Background: an optimization exercise with open tools, aiming at small area, a short achievable clock period and few clock cycles. Do not read the settings as production practice.
In this exercise RTL edits were held to simulation tests only and were not proved equivalent to the original.

$ cat flow/run.sh
#!/bin/bash
# synth_recipe.tcl (not shown) runs the flow's synth.tcl, then flattens the netlist and writes it again
# the make line also repeats each setting of config.mk as NAME=value (left out here)
make -C /OpenROAD-flow-scripts/flow DESIGN_CONFIG=/design/flow/config.mk WORK_HOME=/design/flow/orfs CLKGATE_MAP_FILE= SYNTH_SCRIPT=/design/flow/synth_recipe.tcl finish
$ cat flow/constraint.sdc
create_clock -name core_clock -period 10.0 [get_ports {clk}]
set_input_delay 2.0000 -clock core_clock [delete_from_list [all_inputs] [get_ports {clk}]]
set_output_delay 2.0000 -clock core_clock [all_outputs]
set_load 0.01 [all_outputs]
$ cat flow/config.mk
export PLATFORM = sky130hd
export DESIGN_NAME = cpu_top
export DESIGN_NICKNAME = cpu_top
export VERILOG_FILES = /design/flow/design.v
export SDC_FILE = /design/flow/constraint.sdc
export NUM_CORES = 4
export LEC_CHECK = 0
export CAP_MARGIN = 20
export CORE_MARGIN = 2
export CORE_UTILIZATION = 40
export SLEW_MARGIN = 20
$ cat flow/design.v
`default_nettype none
package cpu_isa_pkg;
	typedef logic [15:0] word_t;
	typedef logic [3:0] reg_idx_t;
	typedef enum logic [3:0] {
		HALT  = 4'h0,
		MOV   = 4'h1,
		MOVNZ = 4'h2,
		MOVEZ = 4'h3,
		BUS   = 4'h4,
		MEMR  = 4'h5,
		SET   = 4'h6,
		MEMW  = 4'h7,
		AND   = 4'h8,
		OR    = 4'h9,
		XOR   = 4'hA,
		ADD   = 4'hB,
		SHFT  = 4'hC,
		MUL   = 4'hD,
		GT    = 4'hE,
		EQ    = 4'hF
	} opcode_e;
	typedef struct packed {
		reg_idx_t cond;
		reg_idx_t dst;
		reg_idx_t src;
		opcode_e  op;
	} insn_fields_t;
	typedef struct packed {
		logic       shift_left;
		logic [2:0] shift_amt;
		reg_idx_t   dst;
		reg_idx_t   src;
		opcode_e    op;
	} insn_shift_t;
	typedef union packed {
		insn_fields_t fields;
		insn_shift_t  shift;
	} insn_u;
endpackage
`default_nettype wire
`default_nettype none
package cpu_core_pkg;
	localparam int NUM_REGS = 16;
	localparam int MEM_ADDR_W = 15;
	localparam int PC_W = 16;
	typedef enum logic [1:0] {
		LOAD    = 2'd0,
		EXEC    = 2'd1,
		COMMIT  = 2'd2,
		ADVANCE = 2'd3
	} state_e;
	typedef logic [MEM_ADDR_W-1:0] mem_addr_t;
endpackage
`default_nettype wire
`timescale 1ns/10ps
`default_nettype none
module cpu_regfile (
	input  logic                  clk,
	input  logic                  mem_read_ready_stor_reset,
	input  cpu_isa_pkg::reg_idx_t rd_idx,
	output cpu_isa_pkg::word_t    rd_data,
	input  cpu_isa_pkg::reg_idx_t wr_idx,
	input  cpu_isa_pkg::word_t    wr_data,
	input  logic                  wr_en,
	input  logic [1:0]            pc_step,
	output cpu_isa_pkg::word_t    pc
);
	cpu_isa_pkg::word_t regs [cpu_core_pkg::NUM_REGS];
	logic [cpu_core_pkg::PC_W-1:0] pc_q;
	always_ff @(posedge clk) begin
		if (mem_read_ready_stor_reset) begin
			for (int i = 0; i < cpu_core_pkg::NUM_REGS; i++) begin
				regs[i] <= '0;
			end
		end else if (wr_en) begin
			regs[wr_idx] <= wr_data;
		end
	end
	always_ff @(posedge clk) begin
		if (mem_read_ready_stor_reset) begin
			pc_q <= '0;
		end else begin
			pc_q <= pc_q + cpu_core_pkg::PC_W'(pc_step);
		end
	end
	assign rd_data = regs[rd_idx];
	assign pc = pc_q;
endmodule
`default_nettype wire
`timescale 1ns/10ps
`default_nettype none
module cpu_alu (
	input  cpu_isa_pkg::word_t op_a,
	input  cpu_isa_pkg::word_t op_b,
	input  cpu_isa_pkg::insn_u insn,
	output cpu_isa_pkg::word_t result
);
	cpu_isa_pkg::word_t product;
	assign product = op_a * op_b;
	always_comb begin
		result = '0;
		case (insn.fields.op)
			cpu_isa_pkg::AND: begin
				result = op_a & op_b;
			end
			cpu_isa_pkg::OR: begin
				result = op_a | op_b;
			end
			cpu_isa_pkg::XOR: begin
				result = op_a ^ op_b;
			end
			cpu_isa_pkg::ADD: begin
				result = op_a + op_b;
			end
			cpu_isa_pkg::MUL: begin
				result = product;
			end
			cpu_isa_pkg::GT: begin
				result = (op_a > op_b) ? 16'hFFFF : 16'h0000;
			end
			cpu_isa_pkg::EQ: begin
				result = (op_a == op_b) ? 16'hFFFF : 16'h0000;
			end
			cpu_isa_pkg::SHFT: begin
				if (insn.shift.shift_left) begin
					result = op_a << insn.shift.shift_amt;
				end else begin
					result = op_a >> insn.fields.cond;
				end
			end
			default: begin
				result = '0;
			end
		endcase
	end
endmodule
`default_nettype wire
`timescale 1ns/10ps
`default_nettype none
module cpu_control (
	input  logic                    clk,
	input  logic                    mem_read_ready_stor_reset,
	input  cpu_isa_pkg::word_t      prog_data,
	input  cpu_isa_pkg::word_t      pc,
	output logic [1:0]              pc_step,
	output cpu_isa_pkg::reg_idx_t   rd_idx,
	input  cpu_isa_pkg::word_t      rd_data,
	output cpu_isa_pkg::reg_idx_t   wr_idx,
	output cpu_isa_pkg::word_t      wr_data,
	output logic                    wr_en,
	output cpu_isa_pkg::word_t      alu_a,
	output cpu_isa_pkg::insn_u      alu_insn,
	input  cpu_isa_pkg::word_t      alu_result,
	output logic                    mem_req,
	output logic                    mem_we,
	output cpu_core_pkg::mem_addr_t mem_addr,
	output cpu_isa_pkg::word_t      mem_wdata,
	input  cpu_isa_pkg::word_t      mem_rdata,
	input  logic                    mem_ready,
	output logic                    halted
);
	cpu_core_pkg::state_e state_q;
	logic [1:0] step_q;
	logic wr_pend_q;
	logic halted_q;
	cpu_isa_pkg::insn_u insn_q;
	cpu_isa_pkg::word_t opa_q;
	cpu_isa_pkg::word_t wdata_q;
	cpu_isa_pkg::opcode_e op;
	logic cond_hit;
	assign op = insn_q.fields.op;
	assign cond_hit = (op == cpu_isa_pkg::MOVNZ) ? (rd_data != '0) : (rd_data == '0);
	assign rd_idx = (step_q == 2'd0) ? insn_q.fields.src : insn_q.fields.cond;
	always_comb begin
		pc_step = 2'd0;
		if (state_q == cpu_core_pkg::ADVANCE) begin
			pc_step = 2'd1;
		end else if (state_q == cpu_core_pkg::EXEC && op == cpu_isa_pkg::SET && pc == opa_q) begin
			pc_step = 2'd1;
		end
	end
	always_ff @(posedge clk) begin
		if (mem_read_ready_stor_reset) begin
			state_q <= cpu_core_pkg::LOAD;
			step_q <= 2'd0;
			wr_pend_q <= 1'b0;
			halted_q <= 1'b0;
			mem_req <= 1'b0;
			mem_we <= 1'b0;
		end else begin
			case (state_q)
				cpu_core_pkg::LOAD: begin
					step_q <= 2'd0;
					state_q <= cpu_core_pkg::EXEC;
				end
				cpu_core_pkg::EXEC: begin
					case (op)
						cpu_isa_pkg::HALT, cpu_isa_pkg::BUS: begin
							halted_q <= 1'b1;
						end
						cpu_isa_pkg::MOV: begin
							wr_pend_q <= 1'b1;
							state_q <= cpu_core_pkg::COMMIT;
						end
						cpu_isa_pkg::MOVNZ, cpu_isa_pkg::MOVEZ: begin
							if (step_q == 2'd0) begin
								step_q <= 2'd1;
							end else begin
								wr_pend_q <= cond_hit;
								state_q <= cpu_core_pkg::COMMIT;
							end
						end
						cpu_isa_pkg::SET: begin
							if (pc != opa_q) begin
								wr_pend_q <= 1'b1;
								state_q <= cpu_core_pkg::COMMIT;
							end
						end
						cpu_isa_pkg::MEMR: begin
							if (step_q == 2'd0) begin
								mem_req <= 1'b1;
								mem_we <= 1'b0;
								step_q <= 2'd1;
							end else if (mem_ready) begin
								mem_req <= 1'b0;
								wr_pend_q <= 1'b1;
								state_q <= cpu_core_pkg::COMMIT;
							end
						end
						cpu_isa_pkg::MEMW: begin
							if (step_q == 2'd0) begin
								step_q <= 2'd1;
							end else if (step_q == 2'd1) begin
								mem_req <= 1'b1;
								mem_we <= 1'b1;
								step_q <= 2'd2;
							end else if (mem_ready) begin
								mem_req <= 1'b0;
								mem_we <= 1'b0;
								state_q <= cpu_core_pkg::COMMIT;
							end
						end
						default: begin
							if (step_q == 2'd0) begin
								step_q <= 2'd1;
							end else begin
								wr_pend_q <= 1'b1;
								state_q <= cpu_core_pkg::COMMIT;
							end
						end
					endcase
				end
				cpu_core_pkg::COMMIT: begin
					wr_pend_q <= 1'b0;
					state_q <= cpu_core_pkg::ADVANCE;
				end
				default: begin
					state_q <= cpu_core_pkg::LOAD;
				end
			endcase
		end
	end
	always_ff @(posedge clk) begin
		if (state_q == cpu_core_pkg::LOAD) begin
			insn_q <= prog_data;
			opa_q <= pc;
		end else if (state_q == cpu_core_pkg::EXEC) begin
			if (step_q == 2'd0 && op != cpu_isa_pkg::SET) begin
				opa_q <= rd_data;
			end
			case (op)
				cpu_isa_pkg::MOV, cpu_isa_pkg::MOVNZ, cpu_isa_pkg::MOVEZ: begin
					if (step_q == 2'd0) begin
						wdata_q <= rd_data;
					end
				end
				cpu_isa_pkg::SET: begin
					if (pc != opa_q) begin
						wdata_q <= prog_data;
					end
				end
				cpu_isa_pkg::MEMR: begin
					if (mem_req && mem_ready) begin
						wdata_q <= mem_rdata;
					end
				end
				cpu_isa_pkg::MEMW: begin
					if (step_q == 2'd1) begin
						wdata_q <= rd_data;
					end
				end
				cpu_isa_pkg::HALT, cpu_isa_pkg::BUS: begin
				end
				default: begin
					if (step_q == 2'd1) begin
						wdata_q <= alu_result;
					end
				end
			endcase
		end
	end
	assign wr_idx = insn_q.fields.dst;
	assign wr_data = wdata_q;
	assign wr_en = (state_q == cpu_core_pkg::COMMIT) && wr_pend_q;
	assign alu_a = opa_q;
	assign alu_insn = insn_q;
	assign mem_addr = opa_q[cpu_core_pkg::MEM_ADDR_W-1:0];
	assign mem_wdata = wdata_q;
	assign halted = halted_q;
endmodule
`default_nettype wire
`timescale 1ns/10ps
`default_nettype none
module cpu_top (
	input  logic                    clk,
	input  logic                    mem_read_ready_stor_reset,
	output cpu_isa_pkg::word_t      prog_addr,
	input  cpu_isa_pkg::word_t      prog_data,
	output logic                    mem_req,
	output logic                    mem_we,
	output cpu_core_pkg::mem_addr_t mem_addr,
	output cpu_isa_pkg::word_t      mem_wdata,
	input  cpu_isa_pkg::word_t      mem_rdata,
	input  logic                    mem_ready,
	output logic                    halted
);
	cpu_isa_pkg::reg_idx_t rd_idx;
	cpu_isa_pkg::word_t rd_data;
	cpu_isa_pkg::reg_idx_t wr_idx;
	cpu_isa_pkg::word_t wr_data;
	logic wr_en;
	logic [1:0] pc_step;
	cpu_isa_pkg::word_t alu_a;
	cpu_isa_pkg::insn_u alu_insn;
	cpu_isa_pkg::word_t alu_result;
	cpu_control cpu_control_i (
		.clk                       (clk),
		.mem_read_ready_stor_reset (mem_read_ready_stor_reset),
		.prog_data                 (prog_data),
		.pc                        (prog_addr),
		.pc_step                   (pc_step),
		.rd_idx                    (rd_idx),
		.rd_data                   (rd_data),
		.wr_idx                    (wr_idx),
		.wr_data                   (wr_data),
		.wr_en                     (wr_en),
		.alu_a                     (alu_a),
		.alu_insn                  (alu_insn),
		.alu_result                (alu_result),
		.mem_req                   (mem_req),
		.mem_we                    (mem_we),
		.mem_addr                  (mem_addr),
		.mem_wdata                 (mem_wdata),
		.mem_rdata                 (mem_rdata),
		.mem_ready                 (mem_ready),
		.halted                    (halted)
	);
	cpu_regfile cpu_regfile_i (
		.clk                       (clk),
		.mem_read_ready_stor_reset (mem_read_ready_stor_reset),
		.rd_idx                    (rd_idx),
		.rd_data                   (rd_data),
		.wr_idx                    (wr_idx),
		.wr_data                   (wr_data),
		.wr_en                     (wr_en),
		.pc_step                   (pc_step),
		.pc                        (prog_addr)
	);
	cpu_alu cpu_alu_i (
		.op_a   (alu_a),
		.op_b   (rd_data),
		.insn   (alu_insn),
		.result (alu_result)
	);
endmodule
`default_nettype wire
==> impl_metrics.toml <==
[outcome]
status = "no timing/DRC/antenna violations"

[finish]
final_util_pct = 45.2
design_area_sq_um = 24800
multi_input_area_sq_um = 11200
fillers = 5131
seq_area_sq_um = 9610
fin_nets = 2334
layout-drive-gt1-share_pct = 9.55
areaGrowthSynthToFinish_pct = 12.3

[floorplan]
die_h_um = 239
die_area_sq_um = 57000
placementRows = 86
die_w_um = 239
num_io_pins = 85
core-area_sq_um = 54800
start_util_pct = 40.3

[critical_path]
reg2regPathDepth = 27
cp.arrival_ns = 9.17
endpoint = "cpu_control_i.wdata_q[15]$_DFFE_PP_"
end_kind = "flop"
critPathKind = "flop to flop"
crit_required_ns = 10.29
cp_max_fo = 23
startpoint = "cpu_control_i.insn_q[15]$_DFFE_PP_"
r2r_start = "cpu_control_i.insn_q[15]$_DFFE_PP_"
reg2reg_slack_ns = 1.11
start_kind = "flop"
r2r_end = "cpu_control_i.wdata_q[15]$_DFFE_PP_"

[synthesis]
yosysWarnings = 3
syn_area_per_cell_sq_um = 10.7
synthFlopType = "edfxtp_1"
synth_area_sq_um = 22100
synth.distinct_cells = 70
ys_seq_area_share_pct = 43.6
synthArstFlopShare_pct = 0
synth_edf_count = 304
synthCells = 2068
postSynthNetCount = 2289
ys_seq_elements = 328

[route]
wl_um = 73500
drt_iter0_markers = 1689
drc = 0
vias = 16300
viasPerCell = 5.72
routedWlPerCell_um = 25.8
drt_pass1_iterations = 5
drtAntennaViolNets = 0

[clocking]
cts_buffers = 37
h-tree-depth = 2
cts.path.max_buffers = 3
worstSkewPairLatency_ns = 0.56
cts_tree = "built"
ctsHoldBuffers = 0
cts-root-buf = "clkbuf_16"
cts_resized = 0
cts.sinks = 328
clkTransAtPathRegs_ns = 0.06
postCtsSetupBuffers = 0

[worst_hold_path]
min_path_type = "flop to flop"

[timing]
rsz0062_at_grt = "false"
hold_viol = 0
period_minus_slack_ns = 8.89
worst_pin_slew_ns = 1.08
fin_hold_ws_ns = 0.466
finalSetupViolations = 0
fmax_ghz = 0.113
fin_skew_ns = 0.0256
setup_tns_ns = 0
relSlewSlack_pct = 28.0
fin_crit_sh_pct = 88.9
drv_slew = 0

[global_route]
grt_max_degree = 53
antenna_found_initial = 1
grt_pass1_vias = 16600
gr-usage-all-layers_pct = 25.9
overflow = 0
grt_pass1_wl_um = 109000

[placement]
numPortBuffers = 84
place_area_sq_um = 23700
gp_congestion = 0.998
hpwlAfterDp_um = 52000

[run]
max_cap_viol_count = 0
## per-stage QoR
step	setup WS (ns)	instances
final	1.11	2842
after global routing	0.727	2841
after CTS	1.24	2841
after detailed placement	1.28	2778
after global placement	1.37	2778
after floorplan	2.54	2068
## layout by cell type, fill, tap and decap left out, types with 10 or more instances in the layout
cell type / n
buf_4: 58
nor3_1: 15
o211ai_1: 23
clkdlybuf4s50_1: 84
and2_1: 258
nor2_1: 162
o22ai_1: 13
ha_1: 104
inv_1: 162
xnor2_1: 54
mux4_2: 40
nand4_1: 22
a221o_1: 11
dfxtp_1: 24
clkbuf_1: 12
edfxtp_1: 304
xor2_1: 21
fa_1: 81
o21ai_0: 67
mux2i_1: 56
a221oi_1: 20
or2_2: 18
clkbuf_16: 37
nand2_1: 202
a32oi_1: 10
a21oi_1: 55
clkinv_1: 13
nand3_1: 25
mux2_2: 17
## logic make-up after synthesis
logic type / after synthesis / synth area share [%]
compound gates: 289 / 8.78
xor+xnor: 79 / 3.39
fa+ha+maj: 186 / 13.3
buf+inv: 308 / 5.80
flops: 328 / 43.6
mux: 123 / 8.06
simple gates: 755 / 17.1
## worst min path at each step
stage / start / endpoint / slack, ns / depth (start not counted)
final: cpu_control_i.wr_pend_q$_SDFFE_PP0P_ / cpu_control_i.wr_pend_q$_SDFFE_PP0P_ / 0.47 / 2
after global routing: cpu_control_i.wr_pend_q$_SDFFE_PP0P_ / cpu_control_i.wr_pend_q$_SDFFE_PP0P_ / 0.48 / 2
after CTS: cpu_control_i.wr_pend_q$_SDFFE_PP0P_ / cpu_control_i.wr_pend_q$_SDFFE_PP0P_ / 0.47 / 2
after detailed placement: cpu_control_i.wr_pend_q$_SDFFE_PP0P_ / cpu_control_i.wr_pend_q$_SDFFE_PP0P_ / 0.46 / 2
after global placement: cpu_control_i.wr_pend_q$_SDFFE_PP0P_ / cpu_control_i.wr_pend_q$_SDFFE_PP0P_ / 0.45 / 2
after floorplan: cpu_control_i.wr_pend_q$_SDFFE_PP0P_ / cpu_control_i.wr_pend_q$_SDFFE_PP0P_ / 0.44 / 2
## critical path: stages (launching register included)
cell      delay [ns]
edfxtp_1        0.94
mux2_2          0.59
nor2_1          0.35
a32oi_1         0.26
a31oi_1         0.17
a21oi_2         0.64
clkinv_1        0.61
nor2_1          0.28
fa_1            0.47
ha_1            0.30
ha_1            0.21
fa_1            0.44
ha_1            0.29
inv_1           0.05
fa_1            0.48
inv_1           0.05
ha_1            0.31
o21ai_0         0.16
a21boi_0        0.19
o21ai_0         0.26
a21boi_0        0.15
o21ai_0         0.34
a21oi_1         0.13
o21ai_0         0.23
nand2b_1        0.08
a21oi_1         0.20
xnor2_1         0.11
a221o_1         0.29
## layout make-up
| class | instances | share of cell area, % |
|---|---|---|
| repair buffers | 143 | 5.23 |
| flip-flops and latches | 328 | 38.8 |
| well taps | 704 | 3.56 |
| clock buffers | 49 | 3.92 |
| multi-input cells | 1432 | 45.4 |
| diodes | 1 | 0.0101 |
| clock inverters | 14 | 0.490 |
| inverters | 171 | 2.59 |
## Yosys cell counts, types with 6 or more instances
| cell | number | area share (%) |
|---|---|---|
| mux4_2 | 40 | 4.1 |
| nand2_1 | 202 | 3.4 |
| mux2_2 | 17 | 0.87 |
| and2_1 | 258 | 7.3 |
| buf_2 | 11 | 0.25 |
| fa_1 | 81 | 7.4 |
| o22ai_1 | 13 | 0.37 |
| o211ai_1 | 23 | 0.78 |
| mux2i_1 | 57 | 2.6 |
| a21oi_1 | 55 | 1.2 |
| inv_1 | 162 | 2.8 |
| o21ai_1 | 9 | 0.20 |
| xor2_1 | 21 | 0.83 |
| clkinv_1 | 9 | 0.15 |
| dfxtp_1 | 24 | 2.2 |
| xnor2_1 | 54 | 2.1 |
| nor2_1 | 163 | 2.8 |
| nor2b_1 | 9 | 0.26 |
| nand2b_1 | 6 | 0.17 |
| clkbuf_1 | 92 | 1.6 |
| nor3_1 | 21 | 0.48 |
| and3_1 | 7 | 0.20 |
| buf_1 | 9 | 0.15 |
| nor4_1 | 8 | 0.23 |
| a31oi_1 | 9 | 0.26 |
| edfxtp_1 | 304 | 41 |
| ha_1 | 105 | 6.0 |
| buf_4 | 21 | 0.71 |
| a32oi_1 | 10 | 0.40 |
| a221oi_1 | 20 | 0.79 |
| o21a_1 | 8 | 0.27 |
| o21bai_1 | 9 | 0.31 |
| a22oi_1 | 9 | 0.31 |
| or2_2 | 18 | 0.51 |
| o21ai_0 | 67 | 1.5 |
| nand3_1 | 25 | 0.57 |
| a221o_1 | 11 | 0.50 |
| nand4_1 | 22 | 0.62 |
## registers in the layout (all words and copies together), names as in the netlist
signal and cells:
cpu_control_i.mem_req 1, cpu_control_i.step_q 2, cpu_control_i.mem_we 1, cpu_control_i.wdata_q 16, cpu_control_i.insn_q 16, cpu_control_i.wr_pend_q 1, cpu_control_i.state_q 2, cpu_control_i.halted_q 1
cpu_control_i.opa_q 16, cpu_regfile_i.pc_q 16, cpu_regfile_i.regs 256
## routing by layer
metal | global-route usage [%] | routed length, um | vias to the layer above
met5 | 0 | 0 | -
met3 | 3.83 | 5530 | 137
met2 | 43.5 | 35100 | 725
li1 | - | - | 7246
met1 | 34.3 | 30300 | 8142
met4 | 8.90 | 2530 | 0
Testbench counts, summed over its fixed seeds: cycles 45,679.

## what the ideal ports hide
In the flow no input, the clock included, has a driving cell. The finished layout below was timed again as built, in two steps. Step 1 (the two cells are an assumption about what drives the block):
set clk [get_ports {clk}]
set_driving_cell -lib_cell sky130_fd_sc_hd__clkbuf_16 $clk
set_driving_cell -lib_cell sky130_fd_sc_hd__buf_2 [delete_from_list [all_inputs] $clk]
Step 2 adds t to the input delays and takes it off the output delays; t is the mean of the earliest and latest rising clock arrival at the registers after step 1. Input paths then give back, and output paths get back, about the clock's delay inside the block. Slacks: ideal ports / drivers / drivers and shift; pairs: ideal ports / drivers.
t (ns): 0.605
setup slack, ns: 1.113 / 1.113 / 1.113
worst setup path at the end: register to register
After both steps setup and hold are still met in this run. The setup slack of this run moves by 0.000 ns with the drivers and by 0.000 ns with both steps.
